Background: an optimization exercise with open tools, aiming at small area, a short achievable clock period and few clock cycles. Do not read the settings as production practice. Where RTL was checked, it was by simulation tests only, not by an equivalence proof against the original. The RTL of runs 2 to 4 was laid out without a check of its function. Power figures rest on the tool's default switching activity, not on a simulated workload.

==> flow/design.v <==
`default_nettype none
package fifd_pkg;
   localparam int CACHE_ENTRIES = 16;
   localparam int SLOT_W = (CACHE_ENTRIES > 1) ? $clog2(CACHE_ENTRIES) : 1;
   localparam logic OP_LOOKUP = 1'b0;
   localparam logic OP_FILL   = 1'b1;
endpackage
`default_nettype wire
`default_nettype none
module fifd_cell
(
   input  wire logic        clock,
   input  wire logic        reset,
   input  wire logic        wr_en,
   input  wire logic [31:0] wr_addr,
   input  wire logic [31:0] wr_word,
   input  wire logic [31:0] probe_addr,
   output logic             match,
   output logic [31:0]      word
);
   logic [31:0] tag_ff;
   logic [31:0] word_ff;
   logic        valid_ff;
   always_ff @(posedge clock) begin
      if (reset) begin
         valid_ff <= 1'b0;
      end else if (wr_en) begin
         valid_ff <= 1'b1;
      end
      if (wr_en) begin
         tag_ff  <= wr_addr;
         word_ff <= wr_word;
      end
   end
   assign match = valid_ff && (tag_ff == probe_addr);
   assign word  = word_ff;
endmodule
`default_nettype wire
`default_nettype none
module fifd_decode
(
   input  wire logic [31:0] raw,
   output logic [31:0]      instruction,
   output logic [5:0]       major_op,
   output logic             imm_flag,
   output logic             branch_mode,
   output logic [3:0]       reg_a,
   output logic [3:0]       reg_b,
   output logic [3:0]       reg_c,
   output logic [15:0]      immediate
);
   logic [31:0] ir;
   assign ir          = {raw[7:0], raw[15:8], raw[23:16], raw[31:24]};
   assign instruction = ir;
   assign major_op    = ir[31:26];
   assign imm_flag    = ir[25];
   assign branch_mode = ir[24];
   assign reg_a       = ir[23:20];
   assign reg_b       = ir[19:16];
   assign reg_c       = ir[15:12];
   assign immediate   = {ir[7:0], ir[15:8]};
endmodule
`default_nettype wire
`default_nettype none
module fifo_icache_fetch_decode
(
   input  wire logic        clock,
   input  wire logic        reset,
   input  wire logic        start,
   output logic             busy,
   input  wire logic        req_opcode,
   input  wire logic [31:0] req_fetch_address,
   input  wire logic [31:0] req_memory_word,
   output logic             rsp_valid,
   output logic             rsp_hit,
   output logic [31:0]      rsp_instruction,
   output logic [5:0]       rsp_major_op,
   output logic             rsp_imm_flag,
   output logic             rsp_branch_mode,
   output logic [3:0]       rsp_reg_a,
   output logic [3:0]       rsp_reg_b,
   output logic [3:0]       rsp_reg_c,
   output logic [15:0]      rsp_immediate
);
   localparam int N      = fifd_pkg::CACHE_ENTRIES;
   localparam int SLOT_W = fifd_pkg::SLOT_W;
   logic              fill_accept;
   logic [SLOT_W-1:0] slot_ff;
   logic [N-1:0]      match;
   logic [N-1:0]      wr_en;
   logic [N-1:0]      s1_sel;
   logic              s1_valid;
   logic [N-1:0][31:0] words;
   logic [N-1:0]      first;
   logic [31:0]       read_word;
   logic              out_valid;
   logic              out_hit;
   logic [31:0]       out_word;
   assign busy        = 1'b0;
   assign fill_accept = start && (req_opcode == fifd_pkg::OP_FILL);
   for (genvar i = 0; i < N; i++) begin : g_cell
      assign wr_en[i] = fill_accept && (slot_ff == SLOT_W'(i));
      fifd_cell u_cell (
         .clock      (clock),
         .reset      (reset),
         .wr_en      (wr_en[i]),
         .wr_addr    (req_fetch_address),
         .wr_word    (req_memory_word),
         .probe_addr (req_fetch_address),
         .match      (match[i]),
         .word       (words[i])
      );
   end
   always_ff @(posedge clock) begin
      if (reset) begin
         slot_ff  <= '0;
         s1_valid <= 1'b0;
      end else begin
         if (fill_accept) begin
            slot_ff <= slot_ff + 1'b1;
         end
         s1_valid <= start;
      end
      s1_sel <= (req_opcode == fifd_pkg::OP_FILL) ? wr_en : match;
   end
   always_comb begin
      logic seen;
      seen = 1'b0;
      for (int i = 0; i < N; i++) begin
         first[i] = s1_sel[i] && !seen;
         seen     = seen || s1_sel[i];
      end
   end
   always_comb begin
      read_word = '0;
      for (int i = 0; i < N; i++) begin
         read_word = read_word | (words[i] & {32{first[i]}});
      end
   end
   always_ff @(posedge clock) begin
      if (reset) begin
         out_valid <= 1'b0;
      end else begin
         out_valid <= s1_valid;
      end
      out_hit  <= |s1_sel;
      out_word <= read_word;
   end
   assign rsp_valid = out_valid;
   assign rsp_hit   = out_hit;
   fifd_decode u_decode (
      .raw         (out_word),
      .instruction (rsp_instruction),
      .major_op    (rsp_major_op),
      .imm_flag    (rsp_imm_flag),
      .branch_mode (rsp_branch_mode),
      .reg_a       (rsp_reg_a),
      .reg_b       (rsp_reg_b),
      .reg_c       (rsp_reg_c),
      .immediate   (rsp_immediate)
   );
endmodule
`default_nettype wire
==> flow/run.sh <==
#!/bin/bash
# synth_recipe.tcl (not shown) runs the flow's synth.tcl, then flattens the netlist and writes it again
# the make line also repeats each setting of config.mk as NAME=value (left out here)
make -C /OpenROAD-flow-scripts/flow DESIGN_CONFIG=/design/flow/config.mk WORK_HOME=/design/flow/orfs CLKGATE_MAP_FILE= SYNTH_SCRIPT=/design/flow/synth_recipe.tcl finish
==> flow/config.mk <==
export PLATFORM = sky130hd
export DESIGN_NAME = fifo_icache_fetch_decode
export DESIGN_NICKNAME = fifo_icache_fetch_decode
export VERILOG_FILES = /design/flow/design.v
export SDC_FILE = /design/flow/constraint.sdc
export NUM_CORES = 4
export LEC_CHECK = 0
export CAP_MARGIN = 20
export CORE_MARGIN = 2
export CORE_UTILIZATION = 65
export CTS_CLUSTER_DIAMETER = 60
export CTS_CLUSTER_SIZE = 24
export SETUP_SLACK_MARGIN = 2.9
export SLEW_MARGIN = 20
==> flow/constraint.sdc <==
create_clock -name core_clock -period 5.0 [get_ports {clock}]
set_input_delay 1.0000 -clock core_clock [delete_from_list [all_inputs] [get_ports {clock}]]
set_output_delay 1.0000 -clock core_clock [all_outputs]
set_load 0.01 [all_outputs]
==> metrics.md, run 1 <==
| Metric | Value |
|---|---|
| Final HPWL from detailed placement | 57.2 mm |
| CP required | between 5000 and 6000 ps |
| Final worst slack | 2740 ps |
| Die Height | between 200 and 300 um |
| Clock buffer depth | 3 |
| R2R setup slack | approximately 2700 ps |
| Slew Viols, Final | 0 |
| Vias in the first global route | 23071 |
| DRC viols | 0 |
| Hold Path End | out_valid |
| Final setup fails | 0 |
| Startpoint Class | flip-flop |
| Final Hold Fails | 0 |
| Flops & latches, synth | 1095 |
| Worst vdd ir | ~0.36 mV |
| Synth async-reset ratio | 0% |
| Number of antenna repair diodes | 0 |
| Gr ovfl total | 0 |
| Slew @ Worst Pin | between 1000 and 1500 ps |
| Commonest non-fill, non-tap cell in the layout | edfxtp_1 |
| Clock skew | about 23 ps |
| Clock-pin slew on the worst setup and hold paths | around 100 ps |
| Setup TNS Final | 0 ps |
| Achievable Freq | approximately 440 MHz |
| Die width | approximately 260 um |
| Post-Layout Cell Count | between 3000 and 4000 |
| Dpl cells | approximately 3400 |
| I/O Buffers | 137 |
| Clock Latency Late Sink | between 600 and 700 ps |
| Total track usage | between 30% and 40% |
| Core footprint | 0.0645 mm^2 |
| Syn_area_per_cell | around 17 um^2 |
| Met1 Use GR | a little over two fifths |
| Worst hold path class | reg2reg |
| Sequential share of the synthesized area | 75.8% |
| Reg-to-reg endpoint | out_hit |
| WL per Instance | between 20 and 30 um |
| First-pass GRT wire length | between 150 and 200 mm |
| Largest net degree at the start of global routing | 67 |
| H-Tree Level Count | 2 |
| Met2 global-route usage | 54.3% |
| Critical-path top delay cell | or4b_4 |
| Status | complete, no violations |
| Drt first pass iters | 8 |
| Yosys synthesis warning count | 2 |
| EDFF count, synth | approximately 1000 |
| Leakage power | 15.9 nW |
| Starting density of the core | between 60% and 70% |
| Number of I/O pins | between 100 and 150 |
| Max incr delay on CP | roughly 650 ps |
| Initial antenna violation count | 1 |
| Number of max-cap violations | 0 |
| Post-synthesis cell area | about 0.042 mm^2 |
| Clk root buf | clkbuf_16 |
| CTS Buf Count | 57 |
| Worst R2R Path Depth | 4 |
| # fillers | ~3800 |
| Crit Path Class | reg2reg |
| Final worst path period need | 2260 ps |
| Number of core rows | 93 |
| Most frequent cells in the layout | edfxtp_1, xor2_1, xnor2_1 |
| Core Util, Final | roughly 76% |
| Routed wire length | ~110 mm |
| CTS Sinks | between 1000 and 1500 |
| Synth-to-layout area growth | 14.8% |
| RSZ-0062 raised after global routing | true |
| GPL Wtd Cong | approximately 0.80 |
| Synth unique cells | 46 |
| Final period util | 45.3% |
| Crit. End Element | flip-flop |
| Pwr dens | 341 mW/mm^2 |
| Vias post-DR | between 20000 and 25000 |
| Syn Nets | about 2600 |
| Maximum fanout along the worst path | 7 |
| Nets | roughly 2800 |
| CTS tree | built |
| Grt peak-use layer | met2 |
| Die area | approximately 0.067 mm^2 |
| GR Util met3 | under 10% |
| Cell Chain, Critical Path | or4_4 -> or4b_4 -> buf_12 -> or3_1 |
| Slew headroom | 32.8% |
| Setup Slack @ Placement | 1660 ps |
| Initial DRC Count | 2792 |
| Prevailing post-synth register cell | edfxtp_1 |
| Layout cells sized above 1 | around 17% |
| HP Start | s1_valid |
| Via density | 6.47 |
| WHS Path Cells | 1 |
| RR Startpoint | s1_sel[2] |
| Synthesized instance count | 2536 |
| Worst EP arrival | ~2800 ps |
| Detail Route Antenna Nets | 0 |
## cell families (layout without fill, tap and decap cells)
kind of cell	after synthesis	count (layout)	share of synthesized area [%]
flops	1095	1095	75.8
fa+ha+maj	4	4	0.118
mux	1	1	0.0236
simple gates	392	399	4.93
compound gates	340	340	6.43
xor+xnor	512	512	10.6
buf+inv	191	409	2.15
other cells	1	1	0.00883
## worst max-delay path: cells and delay by family, from the launching register on
| family | cells | cell delay (ps) |
|---|---|---|
| DFF | 1 | 370 |
| buffers and inverters | 1 | 200 |
| and+or+nand+nor | 3 | 1560 |
## sequential cells by signal (all words and copies together), names as in the netlist
| name | count |
|---|---|
| s1_sel | 16 |
| s1_valid | 1 |
| g_cell.u_cell.tag_ff | 512 |
| out_valid | 1 |
| g_cell.u_cell.valid_ff | 16 |
| slot_ff | 4 |
| out_hit | 1 |
| g_cell.u_cell.word_ff | 512 |
| out_word | 32 |
## repair_timing
item / in CTS / in global routing
gates cloned: 21 / 1
buffers inserted: 50 / 5
setup endpoints to repair: 1085 / 123
resized for setup: 514 / 64
pin swaps: 41 / 20
hold buffers: 0 / 0
## area by class of cell
| cell class | instances | area [um^2] | share of cell area, % |
|---|---|---|---|
| clock buffer | 82 | 1600 | 3.29 |
| clock inverter | 24 | 327 | 0.670 |
| inverter | 6 | 22.5 | 0.0462 |
| multi-input combinational | 1257 | 9930 | 20.4 |
| sequential | 1095 | 32300 | 66.2 |
| tap | 855 | 1070 | 2.19 |
| timing repair buffer | 297 | 3540 | 7.26 |
## how the worst max path moves through the flow
stage | startpoint | to | cells after the start
floorplan | req_opcode | g_cell[3].u_cell.tag_ff[0] | 4
global placement | req_fetch_address[26] | s1_sel[13] | 7
detailed placement | req_fetch_address[1] | s1_sel[13] | 7
CTS | out_word[21] | rsp_reg_c[1] | 2
global route | s1_sel[2] | out_word[18] | 8
finish | s1_sel[2] | out_hit | 4
## Yosys cell counts (2+ instances only)
cell / n / area [um^2]
a21o_1: 13 / 97.6
a221o_1: 30 / 300
a221oi_1: 4 / 35.0
a222oi_1: 61 / 611
a22o_1: 33 / 289
a22oi_1: 94 / 706
buf_1: 10 / 37.5
buf_2: 21 / 105
buf_4: 37 / 278
buf_6: 4 / 45.0
clkbuf_1: 113 / 424
dfxtp_1: 71 / 1420
edfxtp_1: 1024 / 30700
ha_1: 4 / 50.1
inv_1: 6 / 22.5
nand2_1: 70 / 263
nand2b_1: 34 / 213
nand3_1: 5 / 25.0
nand4_1: 57 / 357
nand4b_1: 14 / 123
nor2_1: 85 / 319
nor2b_1: 9 / 56.3
nor3_1: 20 / 100
nor3b_1: 2 / 15.0
nor4_1: 86 / 538
nor4b_1: 2 / 17.5
o211a_1: 29 / 290
o21ai_0: 67 / 335
o22ai_1: 3 / 18.8
or4_4: 2 / 22.5
xnor2_1: 187 / 1640
xor2_1: 325 / 2850
## where the power goes
| group | switching [W] | internal (W) |
|---|---|---|
| combinational | 0.000615 | 0.000418 |
| sequential | 0.0000445 | 0.0101 |
| clock | 0.00289 | 0.00256 |
## metal layers
| layer | wire length, um | vias up |
|---|---|---|
| met2 | 53400 | 1158 |
| met3 | 8700 | 197 |
| met4 | 4140 | 0 |
| met5 | 0 | - |
| met1 | 41400 | 12001 |
| li1 | - | 10038 |
## stage by stage
step | total power, W | cell area [um^2] | hold WS [ps]
2_1_floorplan | 0.0108 | 42800 | 406
3_3_place_gp | 0.0112 | 44900 | 419
5_1_grt | 0.0170 | 48700 | 466
3_5_place_dp | 0.0112 | 44900 | 431
6_report | 0.0166 | 48700 | 438
4_1_cts | 0.0166 | 48400 | 446
Testbench counts, summed over its fixed seeds: cycles 12,016.
==> run 2, diff against run 1 <==
--- a/flow/design.v
+++ b/flow/design.v
@@ -85,5 +85,4 @@
    localparam int N      = fifd_pkg::CACHE_ENTRIES;
-   localparam int SLOT_W = fifd_pkg::SLOT_W;
    logic              fill_accept;
-   logic [SLOT_W-1:0] slot_ff;
+   logic [N-1:0]      slot_ff;      
    logic [N-1:0]      match;
@@ -101,3 +100,3 @@
    for (genvar i = 0; i < N; i++) begin : g_cell
-      assign wr_en[i] = fill_accept && (slot_ff == SLOT_W'(i));
+      assign wr_en[i] = fill_accept && slot_ff[i];
       fifd_cell u_cell (
@@ -115,3 +114,3 @@
       if (reset) begin
-         slot_ff  <= '0;
+         slot_ff  <= N'(1);
          s1_valid <= 1'b0;
@@ -119,3 +118,3 @@
          if (fill_accept) begin
-            slot_ff <= slot_ff + 1'b1;
+            slot_ff <= {slot_ff[N-2:0], slot_ff[N-1]};
          end
--- a/flow/config.mk
+++ b/flow/config.mk
@@ -12,3 +12,3 @@
 export CTS_CLUSTER_SIZE = 24
-export SETUP_SLACK_MARGIN = 2.9
+export SETUP_SLACK_MARGIN = 2.8
 export SLEW_MARGIN = 20
==> metrics.md, run 2 <==
| Metric | Value |
|---|---|
| Status | complete, no violations |
| Post-Layout Cell Count | 3719 (+2.8%) |
| Clock skew | 32.4 ps (+9.19 ps) |
| Slew headroom | 31.5% (-1.3 points) |
| Synth-to-layout area growth | 13.0% |
| Final HPWL from detailed placement | 57.9 mm (+1.1%) |
| Commonest non-fill, non-tap cell in the layout | edfxtp_1 |
| Achievable Freq | 429 MHz (-3.0%) |
| WL per Instance | 29.3 um (-1.5%) |
| P_int | 0.0130 W (-0.13%) |
| Starting density of the core | 65.5% (-0.39 points) |
| Setup Slack @ Placement | 1650 ps (-12.4 ps) |
| Initial antenna violation count | 1 (unchanged) |
| Setup TNS Final | 0 ps (unchanged) |
| Flops & latches, synth | 1107 (+1.1%) |
| Number of core rows | 94 (+1.1%) |
| Prevailing post-synth register cell | edfxtp_1 |
| Part of the power in the clock network | 33.5% (+0.7 points) |
| Yosys synthesis warning count | 2 (unchanged) |
| Clock Latency Late Sink | 680 ps (+20 ps) |
| Synth area leaders | edfxtp_1, xnor2_1, dfxtp_1 |
| Worst hold path class | reg2reg |
| Hold buffers post-CTS | 0 (unchanged) |
| CTS Sinks | 1107 (+1.1%) |
| Clk root buf | clkbuf_16 |
| Drt first pass iters | 6 (-2) |
| Final Hold Fails | 0 (unchanged) |
| Worst EP arrival | 2920 ps (+120 ps) |
| Dpl cells | 3528 (+2.8%) |
| First-pass GRT wire length | 155 mm (-0.55%) |
| Sequential share of the synthesized area | 75.4% (-0.34 points) |
| # fillers | 3955 (+4.5%) |
| Combinational Power Share | 5.3% (-0.9 points) |
| Die width | 261 um (+0.59%) |
| Most frequent cell after synthesis | edfxtp_1 |
| H-Tree Level Count | 2 (unchanged) |
| Detail Route Antenna Nets | 0 (unchanged) |
| RSZ-0062 raised after global routing | true |
| Synth unique cells | 40 (-13%) |
| Top flop regs | g_cell.u_cell.tag_ff (512), g_cell.u_cell.word_ff (512), out_word (32) |
| Most frequent cells in the layout | edfxtp_1, xnor2_1, xor2_1 |
| Crit. End Element | flip-flop |
| Via density | 6.43 (-0.69%) |
| Layout cells sized above 1 | 16.2% (-0.62 points) |
| Number of max-cap violations | 0 (unchanged) |
| Core footprint | 0.0656 mm^2 (+1.8%) |
| Die Height | 261 um (+0.59%) |
| Vias in the first global route | 23399 (+1.4%) |
| Clock buffer depth | 3 (unchanged) |
| Switching Fraction | 21.6% (+0.23 points) |
| Slew Viols, Final | 0 (unchanged) |
| Vias post-DR | 23895 (+2.1%) |
| Startpoint Class | flip-flop |
| Number of antenna repair diodes | 0 (unchanged) |
| Final period util | 46.7% (+1.4 points) |
| Maximum fanout along the worst path | 7 (unchanged) |
| Synth async-reset ratio | 0% (unchanged) |
| Syn_area_per_cell | 16.2 um^2 (-3.0%) |
| Leakage power | 15.4 nW (-3.1%) |
| Leading area contributor after synthesis | edfxtp_1 |
| Crit Path Class | reg2reg |
| Gr ovfl total | 0 (unchanged) |
| Total track usage | 31.7% (-0.61 points) |
| Largest net degree at the start of global routing | 66 (-1.5%) |
| Worst vdd ir | 0.285 mV (-21%) |
| Routed wire length | 109 mm (+1.3%) |
| Top cells by count, synth | edfxtp_1, xnor2_1, nand2_1 |
| Slew @ Worst Pin | 1030 ps (+23.6 ps) |
| Sequential Power Share | 61.1% (+0.2 points) |
| CTS tree | built |
| Initial DRC Count | 3058 (+9.5%) |
| EDFF count, synth | 1024 (unchanged) |
| Die area | 0.0682 mm^2 (+1.2%) |
| Final worst path period need | 2330 ps (+70.4 ps) |
| GPL Wtd Cong | 0.770 (-3.8%) |
| Clock-pin slew on the worst setup and hold paths | 90 ps (about the same) |
| CP required | 5590 ps (+50 ps) |
| Nets | 2873 (+3.1%) |
| CTS Buf Count | 60 (+5.3%) |
| Number of I/O pins | 139 (unchanged) |
| Post-synthesis cell area | 0.0430 mm^2 (+1.2%) |
| Pwr dens | 342 mW/mm^2 (+0.54%) |
| Reported net switching power | 0.00360 W (+1.2%) |
| Synthesized instance count | 2647 (+4.4%) |
| DRC viols | 0 (unchanged) |
| Syn Nets | 2715 (+4.1%) |
| Yosys top cell area share | 71.6% (-0.86 points) |
| Final setup fails | 0 (unchanged) |
| I/O Buffers | 137 (unchanged) |
| Final worst slack | 2670 ps (-70.4 ps) |
==> run 2: final timing paths <==
check,startpoint,endpoint,slack (ps),cells past startpoint
max,s1_sel[1],out_word[11],2670,10
min,s1_valid,out_valid,450,1
max reg2reg,s1_sel[1],out_word[11],2670,10
min reg2reg,s1_valid,out_valid,450,1
==> run 2: what timing repair did <==
action	4_1_cts	5_1_grt
pin swaps	34	22
gates cloned	25	8
resized for setup	428	48
endpoints found under the setup margin	1149	546
buffers inserted	38	8
==> run 2: area by class of cell <==
| class | instances | area, um^2 | share of cell area, % |
|---|---|---|---|
| clock buffers | 80 | 1650 | 3.40 |
| clock inverters | 32 | 355 | 0.732 |
| inverters | 20 | 260 | 0.536 |
| multi-input cells | 1327 | 9960 | 20.5 |
| flip-flops and latches | 1107 | 32500 | 66.9 |
| well taps | 864 | 1080 | 2.23 |
| repair buffers | 269 | 2550 | 5.26 |
| repair inverters | 20 | 225 | 0.464 |
==> run 2: logic make-up after synthesis <==
logic type	synth area share, %
xor+xnor	10.4
other cells	0.00873
compound gates	6.70
simple gates	5.15
buf+inv	2.31
flops	75.4
==> run 2: metal layers <==
metal	wire length [um]	up-vias	GRT usage [%]
li1	-	10340	-
met2	53500	1114	52.3
met5	13	-	0
met3	8740	181	4.26
met1	43000	12258	43.9
met4	3900	2	11.4
==> run 2: worst max-delay path, stage by stage, from the launching register on <==
cell and delay, ps:
dfxtp_4 370, buf_12 120, or4_4 430, buf_6 140
nor3b_4 250, buf_12 150, nand4_4 110, buf_12 190
buf_16 150, o211ai_1 180, a21o_1 160
==> run 2: power groups by stage <==
| stage | clock network (W) | logic, W | registers, W |
|---|---|---|---|
| final | 0.00558 | 0.000885 | 0.0102 |
| after global routing | 0.00594 | 0.000929 | 0.0102 |
| after CTS | 0.00565 | 0.000852 | 0.0102 |
| after detailed placement | 0 | 0.000796 | 0.0104 |
| after global placement | 0 | 0.000778 | 0.0104 |
| after floorplan | 0 | 0.000409 | 0.0104 |
==> run 2: stage by stage <==
| step | hold WS [ps] | util, % | power [W] | cell area [um^2] |
|---|---|---|---|---|
| 2_1_floorplan | 406 | - | 0.0108 | 43300 |
| 3_3_place_gp | 437 | 69.0 | 0.0112 | 45300 |
| 3_5_place_dp | 427 | 69.0 | 0.0112 | 45300 |
| 4_1_cts | 452 | 73.4 | 0.0167 | 48200 |
| 5_1_grt | 472 | 74.0 | 0.0170 | 48600 |
| 6_report | 447 | 74.0 | 0.0166 | 48600 |
==> run 3, diff against run 2 <==
--- a/flow/config.mk
+++ b/flow/config.mk
@@ -10,4 +10,2 @@
 export CORE_UTILIZATION = 65
-export CTS_CLUSTER_DIAMETER = 60
-export CTS_CLUSTER_SIZE = 24
 export SETUP_SLACK_MARGIN = 2.8
==> metrics.md, run 3 <==
| Metric | Value |
|---|---|
| Status | complete, no violations |
| Initial antenna violation count | 0 (-1) |
| Drt first pass iters | 6 (unchanged) |
| Most frequent cells in the layout | edfxtp_1, xnor2_1, xor2_1 |
| Final setup fails | 0 (unchanged) |
| CP delay by family, top | simple AND/OR/NAND/NOR gates |
| Clock Latency Late Sink | 670 ps (about the same) |
| Flops & latches, synth | 1107 (unchanged) |
| Pwr Total | 0.0191 W (+15%) |
| Post-synthesis cell area | 0.0430 mm^2 (unchanged) |
| Gr ovfl total | 0 (unchanged) |
| Die area | 0.0682 mm^2 (unchanged) |
| Number of max-cap violations | 0 (unchanged) |
| Final HPWL from detailed placement | 57.9 mm (unchanged) |
| Die Height | 261 um (unchanged) |
| Critical-path top delay cell | or4_4 |
| Yosys top cell area share | 71.6% (unchanged) |
| Crit. End Element | flip-flop |
| Vias post-DR | 24722 (+3.5%) |
| Routed wire length | 114 mm (+4.2%) |
| Worst vdd ir | 0.330 mV (+16%) |
| Max incr delay on CP | 570 ps (+140 ps) |
| P_int | 0.0152 W (+16%) |
| Core footprint | 0.0656 mm^2 (unchanged) |
| Synth async-reset ratio | 0% (unchanged) |
| Sequential Power Share | 53.2% (-7.9 points) |
| Slew Viols, Final | 0 (unchanged) |
| Min Hold Slack | 443 ps (-3.66 ps) |
| R2R setup slack | 2660 ps (about the same) |
| Instance count on the critical path | 8 (-2) |
| CP required | 5590 ps (about the same) |
| Layout cells sized above 1 | 17.2% (+1.0 points) |
| Syn Nets | 2715 (unchanged) |
| RR Startpoint | s1_sel[3] |
| Top cells by count, synth | edfxtp_1, xnor2_1, nand2_1 |
| Clock buffer depth | 3 (unchanged) |
| Sequential share of the synthesized area | 75.4% (unchanged) |
| RSZ-0062 raised after global routing | true |
| CP bufs+invs | 3 (-2) |
| Synthesized instance count | 2647 (unchanged) |
| Worst hold path class | reg2reg |
| Clk root buf | clkbuf_16 |
| Reported net switching power | 0.00397 W (+10%) |
| Pwr dens | 382 mW/mm^2 (+11%) |
| Combinational Power Share | 4.5% (-0.8 points) |
| Part of the power in the clock network | 42.2% (+8.7 points) |
| Final Hold Fails | 0 (unchanged) |
| GPL Wtd Cong | 0.770 (unchanged) |
| Achievable Freq | 427 MHz (-0.40%) |
| Multi-input logic area | 0.00990 mm^2 (-0.60%) |
| Reg-to-reg endpoint | out_word[20] |
| Top flop regs | g_cell.u_cell.tag_ff (512), g_cell.u_cell.word_ff (512), out_word (32) |
| Nets | 2923 (+1.7%) |
| Total track usage | 32.6% (+0.90 points) |
| EDFF count, synth | 1024 (unchanged) |
| Setup TNS Final | 0 ps (unchanged) |
| Number of I/O pins | 139 (unchanged) |
| H-Tree Level Count | 3 (+1) |
| First-pass GRT wire length | 159 mm (+2.9%) |
| Reg area | 0.0325 mm^2 (about the same) |
| Switching Fraction | 20.7% (-0.91 points) |
| Worst R2R Path Depth | 8 (-2) |
| Initial DRC Count | 3261 (+6.6%) |
| CTS Buf Count | 106 (+77%) |
| # fillers | 3747 (-5.3%) |
| Leakage power | 16.2 nW (+5.2%) |
| Worst setup endpoint | out_word[20] |
| Most frequent cell after synthesis | edfxtp_1 |
| Crit Path Class | reg2reg |
| CTS tree | built |
| Synth-to-layout area growth | 16.7% |
| Syn_area_per_cell | 16.2 um^2 (unchanged) |
| Synth unique cells | 40 (unchanged) |
| Die width | 261 um (unchanged) |
| Slew headroom | 35.2% (+3.6 points) |
| Number of core rows | 94 (unchanged) |
| CTS Sinks | 1107 (unchanged) |
| Leading area contributor after synthesis | edfxtp_1 |
| Commonest non-fill, non-tap cell in the layout | edfxtp_1 |
| Yosys synthesis warning count | 2 (unchanged) |
| DRC viols | 0 (unchanged) |
| Largest net degree at the start of global routing | 66 (unchanged) |
| Slew @ Worst Pin | 971 ps (-56.8 ps) |
| WL per Instance | 29.9 um (+1.8%) |
| Final period util | 46.9% (+0.19 points) |
| Number of antenna repair diodes | 0 (unchanged) |
| Worst EP arrival | 2930 ps (about the same) |
| Crit path from | s1_sel[3] |
| Maximum fanout along the worst path | 7 (unchanged) |
| I/O Buffers | 137 (unchanged) |
| Synth area leaders | edfxtp_1, xnor2_1, dfxtp_1 |
| Clock skew | 25.2 ps (-7.24 ps) |
| Cell Chain, Critical Path | or4_4 -> nor3b_4 -> buf_12 -> nand4_4 -> buf_12 -> buf_16 -> o211ai_1 -> a21o_1 |
| Final worst path period need | 2340 ps (+9.48 ps) |
| Startpoint Class | flip-flop |
| Detail Route Antenna Nets | 0 (unchanged) |
| Starting density of the core | 65.5% (unchanged) |
| Vias in the first global route | 24064 (+2.8%) |
| Via density | 6.49 (+1.0%) |
| Prevailing post-synth register cell | edfxtp_1 |
| Crit path top cell by count | buf_12 |
| Clock-pin slew on the worst setup and hold paths | 60 ps (-30 ps) |
## run 3: worst min path at each step
stage,slack [ps],cells past startpoint,to,startpoint
floorplan,410,1,out_hit,s1_sel[15]
global placement,440,1,out_valid,s1_valid
detailed placement,430,1,out_valid,s1_valid
CTS,440,1,out_valid,s1_valid
global route,470,1,out_valid,s1_valid
finish,440,1,out_valid,s1_valid
## run 3: layer usage
| layer | GRT usage [%] | up-vias | part of all wire (%) |
|---|---|---|---|
| met2 | 53.6 | 1437 | 49 |
| li1 | - | 10487 | - |
| met3 | 4.63 | 233 | 9.3 |
| met5 | 0 | - | 0 |
| met1 | 44.8 | 12565 | 38 |
| met4 | 12.5 | 0 | 3.9 |
## run 3: power groups by stage
| stage | clock, W | combinational [W] | sequential, W |
|---|---|---|---|
| final | 0.00808 | 0.000869 | 0.0102 |
| after global routing | 0.00849 | 0.000909 | 0.0102 |
| after CTS | 0.00811 | 0.000841 | 0.0102 |
| after detailed placement | 0 | 0.000796 | 0.0104 |
| after global placement | 0 | 0.000778 | 0.0104 |
| after floorplan | 0 | 0.000409 | 0.0104 |
## run 3: cell families after synthesis
kind of cell | Yosys count | share of synthesized area, %
AO/OA/AOI/OAI | 388 | 6.70
XOR/XNOR | 510 | 10.4
buffers and inverters | 218 | 2.31
flip-flops | 1107 | 75.4
other | 1 | 0.00873
AND/OR/NAND/NOR | 423 | 5.15
## run 3: timing repair
action | 4_1_cts | 5_1_grt
resized for setup | 421 | 51
buffers inserted | 29 | 11
cloned | 28 | 15
setup endpoints to repair | 1156 | 494
hold buffers | 0 | 0
pin swaps | 16 | 21
## run 3: metrics by stage
| step | worst slack, ps | area [um^2] | util (%) | cells |
|---|---|---|---|---|
| 2_1_floorplan | 2030 | 43300 | - | 2647 |
| 6_report | 2660 | 50100 | 76.4 | 3808 |
| 4_1_cts | 2620 | 49600 | 75.5 | 3782 |
| 3_3_place_gp | 1690 | 45300 | 69.0 | 3528 |
| 5_1_grt | 2640 | 50100 | 76.4 | 3808 |
| 3_5_place_dp | 1650 | 45300 | 69.0 | 3528 |
## run 3: area by class of cell
| class | count | area share (%) |
|---|---|---|
| Clock buffer | 143 | 5.98 |
| Sequential cell | 1107 | 64.7 |
| Clock inverter | 54 | 1.03 |
| Tap cell | 864 | 2.16 |
| Inverter | 20 | 0.479 |
| Timing Repair inverter | 25 | 0.659 |
| Multi-Input combinational cell | 1326 | 19.7 |
| Timing Repair Buffer | 269 | 5.21 |
==> run 4, diff against run 3 <==
--- a/flow/design.v
+++ b/flow/design.v
@@ -17,3 +17,3 @@
    input  wire logic [31:0] probe_addr,
-   output logic             match,
+   output logic [1:0]       match,
    output logic [31:0]      word
@@ -34,4 +34,5 @@
    end
-   assign match = valid_ff && (tag_ff == probe_addr);
-   assign word  = word_ff;
+   assign match[0] = valid_ff && (tag_ff[15:0] == probe_addr[15:0]);
+   assign match[1] = (tag_ff[31:16] == probe_addr[31:16]);
+   assign word     = word_ff;
 endmodule
@@ -85,7 +86,9 @@
    localparam int N      = fifd_pkg::CACHE_ENTRIES;
+   localparam int SLOT_W = fifd_pkg::SLOT_W;
    logic              fill_accept;
-   logic [N-1:0]      slot_ff;      
-   logic [N-1:0]      match;
+   logic [SLOT_W-1:0] slot_ff;
+   logic [N-1:0][1:0] match;
    logic [N-1:0]      wr_en;
-   logic [N-1:0]      s1_sel;
+   logic [N-1:0][1:0] s1_sel;
+   logic [N-1:0]      sel;
    logic              s1_valid;
@@ -100,3 +103,3 @@
    for (genvar i = 0; i < N; i++) begin : g_cell
-      assign wr_en[i] = fill_accept && slot_ff[i];
+      assign wr_en[i] = fill_accept && (slot_ff == SLOT_W'(i));
       fifd_cell u_cell (
@@ -114,3 +117,3 @@
       if (reset) begin
-         slot_ff  <= N'(1);
+         slot_ff  <= '0;
          s1_valid <= 1'b0;
@@ -118,3 +121,3 @@
          if (fill_accept) begin
-            slot_ff <= {slot_ff[N-2:0], slot_ff[N-1]};
+            slot_ff <= slot_ff + 1'b1;
          end
@@ -122,3 +125,8 @@
       end
-      s1_sel <= (req_opcode == fifd_pkg::OP_FILL) ? wr_en : match;
+      for (int i = 0; i < N; i++) begin
+         s1_sel[i] <= (req_opcode == fifd_pkg::OP_FILL) ? {2{wr_en[i]}} : match[i];
+      end
+   end
+   for (genvar i = 0; i < N; i++) begin : g_sel
+      assign sel[i] = s1_sel[i][0] && s1_sel[i][1];
    end
@@ -128,4 +136,4 @@
       for (int i = 0; i < N; i++) begin
-         first[i] = s1_sel[i] && !seen;
-         seen     = seen || s1_sel[i];
+         first[i] = sel[i] && !seen;
+         seen     = seen || sel[i];
       end
@@ -144,3 +152,3 @@
       end
-      out_hit  <= |s1_sel;
+      out_hit  <= |sel;
       out_word <= read_word;
==> metrics.md, run 4 <==
| Metric | Value |
|---|---|
| Status | complete, no violations |
| Cell Chain, Critical Path | a222oi_1 -> buf_4 -> nor2b_2 -> buf_4 -> a221o_1 -> a22oi_1 -> nand4_1 |
| Gr ovfl total | 0 (unchanged) |
| RR Startpoint | s1_sel[14] |
| Number of core rows | 94 (unchanged) |
| Die width | 263 um (+0.76%) |
| Total track usage | 30.8% (-1.7 points) |
| Leading area contributor after synthesis | edfxtp_1 |
| Synth Area in XOR/XNOR | 10.3% (-0.058 points) |
| Detail Route Antenna Nets | 0 (unchanged) |
| CP required | 5570 ps (-20 ps) |
| Initial antenna violation count | 1 (+1) |
| Crit path from | s1_sel[14] |
| Top cells by count, synth | edfxtp_1, xor2_1, nand2_1 |
| Crit Path Class | reg2reg |
| First-pass GRT wire length | 157 mm (-1.2%) |
| Most frequent cells in the layout | edfxtp_1, xor2_1, nand2_1 |
| Die Height | 263 um (+0.76%) |
| Pwr dens | 375 mW/mm^2 (-1.8%) |
| # fillers | 3966 (+5.8%) |
| Achievable Freq | 452 MHz (+5.8%) |
| Number of I/O pins | 139 (unchanged) |
| Synth Area in Compound Gates | 5.83% (-0.87 points) |
| Crit. End Element | flip-flop |
| Final period util | 44.3% (-2.6 points) |
| Largest net degree at the start of global routing | 66 (unchanged) |
| Syn Nets | 2814 (+3.6%) |
| Reg-to-reg endpoint | out_word[11] |
| Yosys top cell area share | 70.5% (-1.1 points) |
| Clock skew | 18.2 ps (-6.98 ps) |
| Maximum fanout along the worst path | 32 (+25) |
| Die area | 0.0692 mm^2 (+1.5%) |
| Clock Latency Late Sink | 660 ps (about the same) |
| CTS Sinks | 1111 (+0.36%) |
| Number of antenna repair diodes | 0 (unchanged) |
| WL per Instance | 27.5 um (-8.0%) |
| RSZ-0062 raised after global routing | false |
| Slew Viols, Final | 0 (unchanged) |
| Nets | 2991 (+2.3%) |
| Worst setup endpoint | out_word[11] |
| Sequential share of the synthesized area | 74.5% (-0.97 points) |
| Pwr Total | 0.0186 W (-2.5%) |
| Critical-path top delay cell | buf_4 |
| Vias in the first global route | 24522 (+1.9%) |
| CTS tree | built |
| Synthesized instance count | 2742 (+3.6%) |
| Final worst path period need | 2210 ps (-129 ps) |
| Initial DRC Count | 2800 (-14%) |
| Synth area leaders | edfxtp_1, xor2_1, dfxtp_1 |
| Starting density of the core | 66.0% (+0.54 points) |
| Startpoint Class | flip-flop |
| Mux contribution to synthesized area | 0.0229% (+0.023 points) |
| Post-synthesis cell area | 0.0436 mm^2 (+1.5%) |
| Setup TNS Final | 0 ps (unchanged) |
| Flops & latches, synth | 1111 (+0.36%) |
| Top flop regs | g_cell.u_cell.tag_ff (512), g_cell.u_cell.word_ff (512) |
| Worst R2R Path Depth | 7 (-1) |
| Prevailing post-synth register cell | edfxtp_1 |
| Via density | 6.31 (-2.9%) |
| Worst hold path class | reg2reg |
| Largest family of logic cells by synthesized area | XOR/XNOR gates |
| DRC viols | 0 (unchanged) |
| Final HPWL from detailed placement | 56.0 mm (-3.2%) |
| Number of max-cap violations | 0 (unchanged) |
| Simple-gate share of the synthesized area | 6.50% (+1.3 points) |
| Clk root buf | clkbuf_16 |
| H-Tree Level Count | 3 (unchanged) |
| Drt first pass iters | 5 (-1) |
| Routed wire length | 106 mm (-6.4%) |
| Slew headroom | 37.7% (+2.6 points) |
| Synth-to-layout area growth | 14.0% |
| Final setup fails | 0 (unchanged) |
| Slew @ Worst Pin | 934 ps (-36.5 ps) |
| Synth unique cells | 50 (+25%) |
| GPL Wtd Cong | 0.828 (+7.5%) |
| CTS Buf Count | 106 (unchanged) |
| Most frequent cell after synthesis | edfxtp_1 |
| Synth async-reset ratio | 0% (unchanged) |
| Core footprint | 0.0661 mm^2 (+0.72%) |
| Worst EP arrival | 2790 ps (-140 ps) |
| Final Hold Fails | 0 (unchanged) |
| EDFF count, synth | 1024 (unchanged) |
| I/O Buffers | 137 (unchanged) |
| R2R setup slack | 2790 ps (+130 ps) |
| Leakage power | 17.0 nW (+5.0%) |
| Clock buffer depth | 3 (unchanged) |
| Syn_area_per_cell | 15.9 um^2 (-2.0%) |
| Max incr delay on CP | 520 ps (-50 ps) |
| Worst vdd ir | 0.330 mV (about the same) |
| Crit path top cell by count | buf_4 |
| Commonest non-fill, non-tap cell in the layout | edfxtp_1 |
| Clock-pin slew on the worst setup and hold paths | 60 ps (about the same) |
| Synth Area in Adders | 0.115% (+0.11 points) |
| Vias post-DR | 24432 (-1.2%) |
| Layout cells sized above 1 | 15.5% (-1.7 points) |
| Yosys synthesis warning count | 2 (unchanged) |
[run 4: cell count changes after synthesis, sizes merged, moves of 42 or more]
cell	delta
and3	+72
xor2	+347
a31oi	+61
nand4	-42
xnor2	-342
nor4	+49
a22oi	-60
[run 4: metal layers]
layer / wire length, um / part of all wire (%) / global-route usage [%] / vias to the layer above
met2: 52300 / 49 / 50.8 / 1159
met4: 3730 / 3.5 / 11.3 / 2
met5: 7 / 0.0066 / 0 / -
li1: - / - / - / 10749
met3: 8030 / 7.5 / 4.39 / 236
met1: 42400 / 40 / 42.5 / 12286
[run 4: area by class of cell]
class / count / area, um^2 / share of cell area [%]
timing repair buffer: 259 / 2440 / 4.90
multi-input combinational: 1414 / 10100 / 20.4
sequential: 1111 / 32500 / 65.3
timing repair inverter: 9 / 67.6 / 0.136
inverter: 18 / 128 / 0.257
clock inverter: 38 / 314 / 0.631
clock buffer: 162 / 3090 / 6.21
tap: 864 / 1080 / 2.17
[run 4: power breakdown]
part | switching (W) | internal (W) | total [W]
Sequential | 0.0000211 | 0.0102 | 0.0102
Combinational | 0.000444 | 0.000211 | 0.000655
Clock | 0.00332 | 0.00446 | 0.00778
Total | 0.00378 | 0.0149 | 0.0186
[run 4: per-stage QoR]
step                      instances  cell area [um^2]  setup slack [ps]  hold slack [ps]  utilization [%]
final                          3875             49800              2790              451             75.3
after global routing           3875             49800              2790              474             75.3
after CTS                      3870             49600              2800              446             75.1
after detailed placement       3616             45700              1170              433             69.2
after global placement         3615             45700              1220              433             69.1
after floorplan                2742             43800              2180              414                -
[run 4: timing repair]
item,4_1_cts,5_1_grt
resized for setup,392,27
gates cloned,15,1
buffers inserted,39,4
pin swaps,9,5
hold buffers,0,0
endpoints found under the setup margin,1125,312
[run 4: critical path: cells and delay by family, from the launching register on]
family / cells / cell delay [ps]
AO/OA/AOI/OAI: 3 / 780
flip-flops: 1 / 340
AND/OR/NAND/NOR: 2 / 300
buffers and inverters: 2 / 710
[run 4: kinds of logic (layout without fill, tap and decap cells)]
family                     count (synthesis)  after routing
DFF                                     1111           1111
and+or+nand+nor                          535            535
xor gates and xnor gates                 515            515
AOI/OAI and AO/OA                        358            358
buffers and inverters                    217            486
adders and majority gates                  4              4
other                                      1              1
muxes                                      1              1
[run 4: how the worst min path moves through the flow]
stage               cells after the start     start         to  slack (ps)
floorplan                               1  s1_valid  out_valid         410
finish                                  1  s1_valid  out_valid         450
detailed placement                      1  s1_valid  out_valid         430
global route                            1  s1_valid  out_valid         470
global placement                        1  s1_valid  out_valid         430
CTS                                     1  s1_valid  out_valid         450

afterwards: timing with drivers on the ports:
Ports are ideal in the flow. The routed layouts listed here were re-timed in OpenROAD.
Step 1 sets driving cells, clkbuf_16 on the clock port and buf_2 on the other inputs (assumed; they add their load-dependent delay and slew).
Step 2 adds t to the input delays and takes it off the output delays; t is the mean of the earliest and latest rising clock arrival at the registers after step 1. Input paths then give back, and output paths get back, about the clock's delay inside the block.
Three values: no drivers, after step 1, after step 2; two values: the first two.
run | t, ns | slack for setup (ns) | hold slack, ns | worst setup path at the end | clock arrival spread, ns
run 1 | 0.712 | 2.737 / 2.700 / 2.228 | 0.438 / 0.438 / 0.438 | input to register | 0.026 / 0.026
run 2 | 0.734 | 2.666 / 2.666 / 2.111 | 0.447 / 0.447 / 0.447 | input to register | 0.041 / 0.040
run 3 | 0.726 | 2.657 / 2.657 / 2.144 | 0.443 / 0.443 / 0.443 | input to register | 0.026 / 0.026
run 4 | 0.718 | 2.785 / 2.781 / 2.135 | 0.451 / 0.451 / 0.451 | input to register | 0.021 / 0.021
After both steps setup and hold are still met in every run listed. For run 4, which loses most, drivers alone change the setup slack by -0.004 ns; drivers and shift together by -0.650 ns.
